This design comes from an exercise in tuning for small area and a short achievable clock period on the open sky130 flow, not from production work.
Where RTL was checked, it was by simulation tests only, not by an equivalence proof against the original.
Power figures rest on the tool's default switching activity, not on a simulated workload.

==> flow/design.v <==
module esm_instr_window #(
    parameter int bs = 16,
    parameter int IW = 32
) (
    input  logic                   clk,
    input  logic                   rst,
    input  logic                   in_valid,
    output logic                   in_ready,
    input  logic [IW-1:0]          in_instr,
    input  logic                   issue_req,
    input  logic [$clog2(bs)-1:0]  issue_index,
    output logic [0:bs-1]          independent_instr,
    output logic                   out_valid,
    output logic [IW-1:0]          out_instr,
    output logic [$clog2(bs)-1:0]  out_index,
    output logic                   issue_err,
    output logic [$clog2(bs):0]    occupancy
);
    localparam int          IDXW = $clog2(bs);
    localparam int          OCW  = IDXW + 1;
    localparam int unsigned BSU  = bs;
    logic [bs-1:0]   valid;
    logic [IW-1:0]   instr [bs];
    logic [bs-1:0]   blk   [bs];
    logic [0:bs-1]   ind;
    logic [bs-1:0]   conf;
    logic [bs-1:0]   iss;
    logic [bs-1:0]   first_free;
    logic            do_ins;
    logic            accept;
    logic [OCW-1:0]  occ_inc;
    logic [OCW-1:0]  occ_dec;
    function automatic logic hazard(
        input logic [4:0] rd_o, input logic [4:0] rs1_o, input logic [4:0] rs2_o,
        input logic [4:0] rd_y, input logic [4:0] rs1_y, input logic [4:0] rs2_y
    );
        logic raw, waw, war;
        raw = (rd_o != 5'd0) && ((rd_o == rs1_y) || (rd_o == rs2_y));
        waw = (rd_y != 5'd0) && (rd_y == rd_o);
        war = (rd_y != 5'd0) && ((rd_y == rs1_o) || (rd_y == rs2_o));
        hazard = raw | waw | war;
    endfunction
    always_comb begin
        for (int unsigned j = 0; j < BSU; j++)
            conf[j] = valid[j] &
                      hazard(instr[j][11:7], instr[j][19:15], instr[j][24:20],
                             in_instr[11:7], in_instr[19:15], in_instr[24:20]);
    end
    always_comb begin
        for (int unsigned i = 0; i < BSU; i++) begin
            ind[i] = valid[i];
            for (int unsigned j = 0; j < BSU; j++)
                if (i != j && blk[i][j]) ind[i] = 1'b0;
        end
    end
    always_comb begin
        logic seen;
        seen = 1'b0;
        for (int unsigned k = 0; k < BSU; k++) begin
            first_free[k] = !valid[k] && !seen;
            if (!valid[k]) seen = 1'b1;
        end
    end
    assign in_ready = ~rst & ~occupancy[OCW-1];
    assign do_ins   = in_valid & in_ready;
    always_comb begin
        for (int unsigned j = 0; j < BSU; j++)
            iss[j] = issue_req && ind[j] && (issue_index == IDXW'(j));
    end
    assign accept   = |iss;
    assign occ_inc  = occupancy + OCW'(1);
    assign occ_dec  = occupancy - OCW'(1);
    always_ff @(posedge clk) begin
        for (int unsigned i = 0; i < BSU; i++) begin
            if (!valid[i]) instr[i] <= in_instr;
            for (int unsigned j = 0; j < BSU; j++)
                if (i != j)
                    blk[i][j] <= (valid[i] ? blk[i][j] : conf[j]) & ~iss[j];
        end
        if (rst) begin
            valid             <= '0;
            independent_instr <= '0;
            out_valid         <= 1'b0;
            out_instr         <= '0;
            out_index         <= '0;
            issue_err         <= 1'b0;
            occupancy         <= '0;
        end else begin
            independent_instr <= ind;
            out_valid         <= accept;
            issue_err         <= issue_req & ~accept;
            valid             <= (valid & ~iss) | (do_ins ? first_free : '0);
            if (accept) begin
                out_instr <= instr[issue_index];
                out_index <= issue_index;
            end
            if (accept)
                occupancy <= do_ins ? occupancy : occ_dec;
            else
                occupancy <= do_ins ? occ_inc : occupancy;
        end
    end
endmodule
make LEC_CHECK=0 CAP_MARGIN=20 CORE_MARGIN=2 CORE_UTILIZATION=30 PLACE_DENSITY=0.5 SLEW_MARGIN=20 finish   # period 7.5 ns
run.sh (not shown) runs the stock make flow with config.mk's settings and CLKGATE_MAP_FILE= SYNTH_SCRIPT=/design/flow/synth_recipe.tcl, a recipe that flattens the netlist after the stock synthesis.
The starting point went through all stages and came out clean.
Rerun with:
--- a/flow/design.v
+++ b/flow/design.v
@@ -27,10 +27,8 @@
     logic [bs-1:0]   iss;
     logic [bs-1:0]   first_free;
     logic            do_ins;
     logic            accept;
-    logic [OCW-1:0]  occ_inc;
-    logic [OCW-1:0]  occ_dec;
     function automatic logic hazard(
         input logic [4:0] rd_o, input logic [4:0] rs1_o, input logic [4:0] rs2_o,
         input logic [4:0] rd_y, input logic [4:0] rs1_y, input logic [4:0] rs2_y
     );
@@ -62,15 +60,13 @@
         end
     end
     assign in_ready = ~rst & ~occupancy[OCW-1];
     assign do_ins   = in_valid & in_ready;
+    assign accept   = issue_req & ind[issue_index];
     always_comb begin
         for (int unsigned j = 0; j < BSU; j++)
-            iss[j] = issue_req && ind[j] && (issue_index == IDXW'(j));
+            iss[j] = accept && (issue_index == IDXW'(j));
     end
-    assign accept   = |iss;
-    assign occ_inc  = occupancy + OCW'(1);
-    assign occ_dec  = occupancy - OCW'(1);
     always_ff @(posedge clk) begin
         for (int unsigned i = 0; i < BSU; i++) begin
             if (!valid[i]) instr[i] <= in_instr;
             for (int unsigned j = 0; j < BSU; j++)
@@ -93,11 +89,12 @@
             if (accept) begin
                 out_instr <= instr[issue_index];
                 out_index <= issue_index;
             end
-            if (accept)
-                occupancy <= do_ins ? occupancy : occ_dec;
-            else
-                occupancy <= do_ins ? occ_inc : occupancy;
+            case ({do_ins, accept})
+                2'b10:   occupancy <= occupancy + OCW'(1);
+                2'b01:   occupancy <= occupancy - OCW'(1);
+                default: ;
+            endcase
         end
     end
 endmodule
After rerunning:
- The changed run produced a clean layout
- final cell count climbs by a little under a tenth
- worst hold slack improves by 0.0083 ns
- wire length rose by roughly a tenth
- maximum frequency fell by a few percent
- worst setup slack gets worse by 0.37 ns
- power climbs by a few percent
- count of clock-buffer cells in the layout drops by 14
- sequential power stays flat
- sequential cell count stays the same
- global-route usage goes up by 0.88 points
The RTL of the first run of this note was laid out without a check of its function.

[port drivers added, routing unchanged]
The results above use ideal ports. As a check the final layouts listed here were re-extracted and re-timed, cells and wires unchanged.
Step 1: set_driving_cell puts a clkbuf_16 on clk and a buf_2 on each other input, an assumption about the parent block.
Step 2 adds t to the input delays and takes it off the output delays; t is the mean of the earliest and latest rising clock arrival at the registers after step 1. Input paths then give back, and output paths get back, about the clock's delay inside the block.
Slacks: ideal / step 1 / step 2; pairs: ideal / step 1.
run	t (ns)	slack for setup (ns)	cell pins on the clock port's net
the first run	0.726	2.360 / 2.405 / 1.679	1
the second run	0.732	1.988 / 2.021 / 1.289	1
After both steps every run listed still meets setup and hold. The setup slack of the second run, which loses most, moves by +0.033 ns with the drivers and by -0.699 ns with both steps.
